Background: an optimization exercise with open tools, aiming at small area. Do not read the settings as production practice. In this exercise RTL edits were held to simulation tests only and were not proved equivalent to the original.

==> harbor: inputs <==
==> flow/design.v <==
`timescale 1ns/100ps
`default_nettype none
package busPkg;
	typedef logic [31:0] busWord;
	typedef logic [63:0] aluWide;
	typedef logic [4:0] selCode;
	localparam int sourceCount = 24;
	localparam selCode selNone = 5'd31;
	typedef enum logic [4:0] {
		srcR0,
		srcR1,
		srcR2,
		srcR3,
		srcR4,
		srcR5,
		srcR6,
		srcR7,
		srcR8,
		srcR9,
		srcR10,
		srcR11,
		srcR12,
		srcR13,
		srcR14,
		srcR15,
		srcHi,
		srcLo,
		srcZHi,
		srcZLo,
		srcPc,
		srcMdr,
		srcInPort,
		srcC
	} busSource;
	typedef struct packed {
		logic cOut;
		logic inPortOut;
		logic mdrOut;
		logic pcOut;
		logic zLoOut;
		logic zHiOut;
		logic loOut;
		logic hiOut;
		logic r15Out;
		logic r14Out;
		logic r13Out;
		logic r12Out;
		logic r11Out;
		logic r10Out;
		logic r9Out;
		logic r8Out;
		logic r7Out;
		logic r6Out;
		logic r5Out;
		logic r4Out;
		logic r3Out;
		logic r2Out;
		logic r1Out;
		logic r0Out;
	} outStrobes;
	typedef struct packed {
		logic hiIn;
		logic loIn;
		logic zIn;
		logic pcIn;
		logic mdrIn;
		logic mdrRead;
	} specialIn;
	typedef struct packed {
		busWord hi;
		busWord lo;
		busWord zHi;
		busWord zLo;
		busWord pc;
		busWord mdr;
		busWord inPort;
	} specialWords;
endpackage
`default_nettype wire
`timescale 1ns/100ps
`default_nettype none
module busEncoder (
	input logic [23:0] outSel,
	output logic [23:0] grant
);
	logic [23:0] taken;
	always_comb begin
		taken[0] = 1'b0;
		for (int i = 1; i < 24; i++) begin
			taken[i] = taken[i-1] | outSel[i-1];
		end
	end
	assign grant = outSel & ~taken;
endmodule
`default_nettype wire
`timescale 1ns/100ps
`default_nettype none
module busAoi3 (
	input logic [2:0] sel,
	input logic [2:0][31:0] words,
	output logic [31:0] termN
);
	assign termN = ~((words[0] & {32{sel[0]}}) | (words[1] & {32{sel[1]}}) |
		(words[2] & {32{sel[2]}}));
endmodule
module busMultiplexer (
	input logic [23:0] grant,
	input logic [23:0][31:0] words,
	output logic [31:0] busValue
);
	logic [7:0][31:0] termN;
	for (genvar g = 0; g < 8; g++) begin : gTerm
		busAoi3 aoi (
			.sel(grant[3*g +: 3]),
			.words(words[3*g +: 3]),
			.termN(termN[g])
		);
	end
	always_comb begin
		busValue = '0;
		for (int g = 0; g < 8; g++) begin
			busValue = busValue | ~termN[g];
		end
	end
endmodule
`default_nettype wire
`timescale 1ns/100ps
`default_nettype none
module holdMux #(
	parameter int width = 32
) (
	input logic load,
	input logic keep,
	input logic [width-1:0] newValue,
	input logic [width-1:0] current,
	output logic [width-1:0] next
);
	assign next = (newValue & {width{load}}) | (current & {width{keep}});
endmodule
module registerFile #(
	parameter int regCount = 16
) (
	input logic [regCount-1:0] regIn,
	input logic [31:0] busValue,
	input logic [regCount-1:0][31:0] regWords,
	output logic [regCount-1:0][31:0] regNext
);
	for (genvar i = 0; i < regCount; i++) begin : gReg
		holdMux #(.width(32)) hold (
			.load(regIn[i]),
			.keep(~regIn[i]),
			.newValue(busValue),
			.current(regWords[i]),
			.next(regNext[i])
		);
	end
endmodule
`default_nettype wire
`timescale 1ns/100ps
`default_nettype none
module mdrMux (
	input logic [2:0] sel,
	input logic [31:0] memData,
	input logic [31:0] busValue,
	input logic [31:0] current,
	output logic [31:0] next
);
	assign next = (memData & {32{sel[0]}}) | (busValue & {32{sel[1]}}) |
		(current & {32{sel[2]}});
endmodule
module specialRegisters
(
	input busPkg::specialIn spIn,
	input busPkg::busWord busValue,
	input busPkg::busWord memData,
	input busPkg::aluWide aluResult,
	input busPkg::specialWords spWords,
	output busPkg::specialWords spNext
);
	logic [2:0] mdrSel;
	holdMux #(.width(32)) holdHi (
		.load(spIn.hiIn), .keep(~spIn.hiIn), .newValue(busValue), .current(spWords.hi),
		.next(spNext.hi));
	holdMux #(.width(32)) holdLo (
		.load(spIn.loIn), .keep(~spIn.loIn), .newValue(busValue), .current(spWords.lo),
		.next(spNext.lo));
	holdMux #(.width(32)) holdPc (
		.load(spIn.pcIn), .keep(~spIn.pcIn), .newValue(busValue), .current(spWords.pc),
		.next(spNext.pc));
	holdMux #(.width(64)) holdZ (
		.load(spIn.zIn), .keep(~spIn.zIn), .newValue(aluResult),
		.current({spWords.zHi, spWords.zLo}), .next({spNext.zHi, spNext.zLo}));
	assign mdrSel = {~spIn.mdrRead & ~spIn.mdrIn, ~spIn.mdrRead & spIn.mdrIn, spIn.mdrRead};
	mdrMux mdr (
		.sel(mdrSel), .memData(memData), .busValue(busValue), .current(spWords.mdr),
		.next(spNext.mdr));
	assign spNext.inPort = '0;
endmodule
`default_nettype wire
`timescale 1ns/100ps
`default_nettype none
module busDatapath #(
	parameter int regCount = 16
) (
	input logic clk,
	input logic arstN,
	input logic [23:0] outSel,
	input logic [regCount-1:0] regIn,
	input logic [5:0] spIn,
	input logic [31:0] inPortData,
	input logic [31:0] memData,
	input logic [31:0] cSignExtended,
	input logic [63:0] aluResult,
	output logic [31:0] busValue
);
	logic [23:0] grant;
	logic [regCount-1:0][31:0] regWords;
	logic [regCount-1:0][31:0] regNext;
	busPkg::specialWords spWords;
	busPkg::specialWords spNext;
	busEncoder encoder (
		.outSel(outSel),
		.grant(grant)
	);
	busMultiplexer mux (
		.grant(grant),
		.words({cSignExtended, spWords.inPort, spWords.mdr, spWords.pc,
			spWords.zLo, spWords.zHi, spWords.lo, spWords.hi, regWords}),
		.busValue(busValue)
	);
	registerFile #(
		.regCount(regCount)
	) regFile (
		.regIn(regIn),
		.busValue(busValue),
		.regWords(regWords),
		.regNext(regNext)
	);
	specialRegisters spRegs (
		.spIn(spIn),
		.busValue(busValue),
		.memData(memData),
		.aluResult(aluResult),
		.spWords(spWords),
		.spNext(spNext)
	);
	always_ff @(posedge clk or negedge arstN) begin
		if (!arstN) begin
			regWords <= '0;
			spWords <= '0;
		end else begin
			regWords <= regNext;
			spWords <= {spNext.hi, spNext.lo, spNext.zHi, spNext.zLo, spNext.pc, spNext.mdr,
				inPortData};
		end
	end
endmodule
`default_nettype wire
==> flow/flow/run.sh <==
#!/bin/bash
set -euo pipefail
# The platform's don't-use cells plus the large buffers.
plat=$(make -s -C "$FLOW_HOME" DESIGN_CONFIG="$FLOW_CONFIG" WORK_HOME="$PWD/orfs" print-DONT_USE_CELLS | sed -n 's/^DONT_USE_CELLS: //p')
big=""
for c in buf_6 buf_8 buf_12 buf_16 bufbuf_8 bufbuf_16 bufinv_8 bufinv_16; do
  big="$big sky130_fd_sc_hd__$c"
done
echo "DONT_USE_CELLS=$plat$big" > dont_use.log
bash standard.sh "DONT_USE_CELLS=$plat$big" \
  "BUFFER_PORTS_ARGS=-buffer_cell sky130_fd_sc_hd__buf_1" \
  "CTS_ARGS=-sink_clustering_enable -repair_clock_nets -dont_use_dummy_load -buf_list {sky130_fd_sc_hd__clkbuf_4} -sink_clustering_size 10 -sink_clustering_max_diameter 40" \
  REMOVE_ABC_BUFFERS=1 finish > standard.log 2>&1
==> flow/standard.sh <==
#!/bin/bash
# synth_recipe.tcl (not shown) runs the flow's synth.tcl, then flattens the netlist and writes it again
# the make line also repeats each setting of config.mk as NAME=value (left out here)
make -C /OpenROAD-flow-scripts/flow DESIGN_CONFIG=/design/flow/config.mk WORK_HOME=/design/flow/orfs CLKGATE_MAP_FILE= SYNTH_SCRIPT=/design/flow/synth_recipe.tcl "${@:-finish}"
==> flow/config.mk <==
export PLATFORM = sky130hd
export DESIGN_NAME = busDatapath
export DESIGN_NICKNAME = busDatapath
export VERILOG_FILES = /design/flow/design.v
export SDC_FILE = /design/flow/constraint.sdc
export NUM_CORES = 4
export LEC_CHECK = 0
export CAP_MARGIN = 10
export CORE_MARGIN = 2
export CORE_UTILIZATION = 60
export GPL_TIMING_DRIVEN = 1
export SETUP_SLACK_MARGIN = 0.05
export SLEW_MARGIN = 10
export SYNTH_HIERARCHICAL = 1
export SYNTH_MINIMUM_KEEP_SIZE = 0
==> flow/constraint.sdc <==
create_clock -name core_clock -period 5.5 [get_ports {clk}]
set_input_delay 1.1000 -clock core_clock [delete_from_list [all_inputs] [get_ports {clk}]]
set_output_delay 1.1000 -clock core_clock [all_outputs]
set_load 0.01 [all_outputs]
==> xenon: changes against harbor <==
==> flow/flow/run.sh (replaced) <==
#!/bin/bash
set -euo pipefail
here=$(pwd)
# The platform's don't-use cells plus the large buffers.
plat=$(make -s -C "$FLOW_HOME" DESIGN_CONFIG="$FLOW_CONFIG" WORK_HOME="$here/orfs" print-DONT_USE_CELLS | sed -n 's/^DONT_USE_CELLS: //p')
big=""
for c in buf_6 buf_8 buf_12 buf_16 bufbuf_8 bufbuf_16 bufinv_8 bufinv_16; do
  big="$big sky130_fd_sc_hd__$c"
done
echo "DONT_USE_CELLS=$plat$big" > dont_use.log
export MY_ABC_SCRIPT="$here/flow/area.abc"
bash standard.sh "DONT_USE_CELLS=$plat$big" \
  "SYNTH_SCRIPT=$here/flow/synth.tcl" \
  "BUFFER_PORTS_ARGS=-buffer_cell sky130_fd_sc_hd__buf_1" \
  "CTS_ARGS=-sink_clustering_enable -repair_clock_nets -dont_use_dummy_load -buf_list {sky130_fd_sc_hd__clkbuf_4} -sink_clustering_size 10 -sink_clustering_max_diameter 40" \
  REMOVE_ABC_BUFFERS=1 "MY_ABC_SCRIPT=$MY_ABC_SCRIPT" finish > standard.log 2>&1
==> flow/flow/area.abc (new file) <==
strash
&get -n
&st
&dch
&nf
&put
topo
stime -c
==> flow/flow/synth.tcl (new file) <==
proc synth {args} { yosys synth -nofsm -noshare {*}$args }
# ORFS's synthesis with its ABC call given our own ABC script.
set f [open $::env(SCRIPTS_DIR)/synth.tcl]
set txt [read $f]
close $f
set old {log_cmd abc {*}$abc_args}
if { [string first $old $txt] < 0 } { error "ABC call not found in synth.tcl" }
set txt [string map [list $old "log_cmd abc -script $::env(MY_ABC_SCRIPT) {*}\[lrange \$abc_args 2 end\]"] $txt]
eval $txt
# left out here: clear keep_hierarchy, flatten, clean up, hide names made inside functions, write 1_2_yosys.v
==> cedar: changes against harbor <==
Settings changed: CORE_UTILIZATION 60 to 72.
==> flow_summary.toml <==
[power]
power_density_nw_per_um2 = 271
switching_share_pct = 25.9
power_report.internal_total_mw = 6.45

[clocking]
worst_skew_pair.late_latency_ns = 0.93

[worst_setup_path]
r2r_cells = 8
cp.arrival_ns = 5.28
critical_path_buf_inv_count = 5

[timing]
worst_slack_ns = -0.878
setup_violations = 32
holdWs_ns = 0.306
finalCriticalPeriod_ns = 6.38

[drt]
dr_wl_met2_mm = 44.7

[finish]
buffers = 455
final_area_um2 = 32200

[run_status]
failed_checks = "setup timing"
status = "finished with violations"

[floorplanning]
die_x_um = 221

[hold_path]
min_from = "inPortData[16]"
the above is filed under xenon

==> flow_summary.toml <==
[run_status]
status = "complete, no violations"

[timing]
finalCriticalPeriod_ns = 5.17
setup_violations = 0

[clocking]
worst_skew_pair.late_latency_ns = 0.92

[finish]
final_area_um2 = 31700
buffers = 388

[power]
power_density_nw_per_um2 = 274
switching_share_pct = 25.8

[worst_setup_path]
r2r_cells = 6

[floorplanning]
die_x_um = 227
the above is filed under harbor

==> flow_summary.toml <==
[power]
power_report.internal_total_mw = 6.35
switching_share_pct = 25.7
power_density_nw_per_um2 = 273

[floorplanning]
die_x_um = 208

[drt]
dr_wl_met2_mm = 42.3

[timing]
worst_slack_ns = 0.539

[finish]
buffers = 367

[worst_setup_path]
cp.arrival_ns = 3.86
critical_path_buf_inv_count = 3
r2r_cells = 6

[clocking]
worst_skew_pair.late_latency_ns = 0.87

[run_status]
status = "complete, no violations"
the above is filed under cedar

[static timing again, ports no longer ideal]
How much do the figures lean on ideal ports? The routed layouts below were timed once more, with nothing changed but the port constraints.
Step 1, drivers: a clkbuf_16 drives clk and a buf_2 each remaining input, both assumed.
Step 2, shift: input delay + t, output delay - t, t = (earliest + latest rising clock arrival at the registers) / 2. This alone moves slack from input paths to output paths.
Slacks: no drivers / after step 1 / after step 2; pairs: no drivers / after step 1.
| run | t, ns | setup slack, ns | worst hold slack (ns) | worst setup path after step 2 |
|---|---|---|---|---|
| harbor | 0.936 | 0.328 / 0.304 / 0.304 | 0.290 / 0.254 / 0.498 | input to output |
| xenon | 0.926 | -0.878 / -0.900 / -0.900 | 0.306 / 0.273 / 0.500 | input to output |
| cedar | 0.903 | 0.539 / 0.516 / 0.516 | 0.317 / 0.288 / 0.496 | input to output |
For harbor, which loses most, drivers alone change the setup slack by -0.024 ns; drivers and shift together by -0.024 ns.
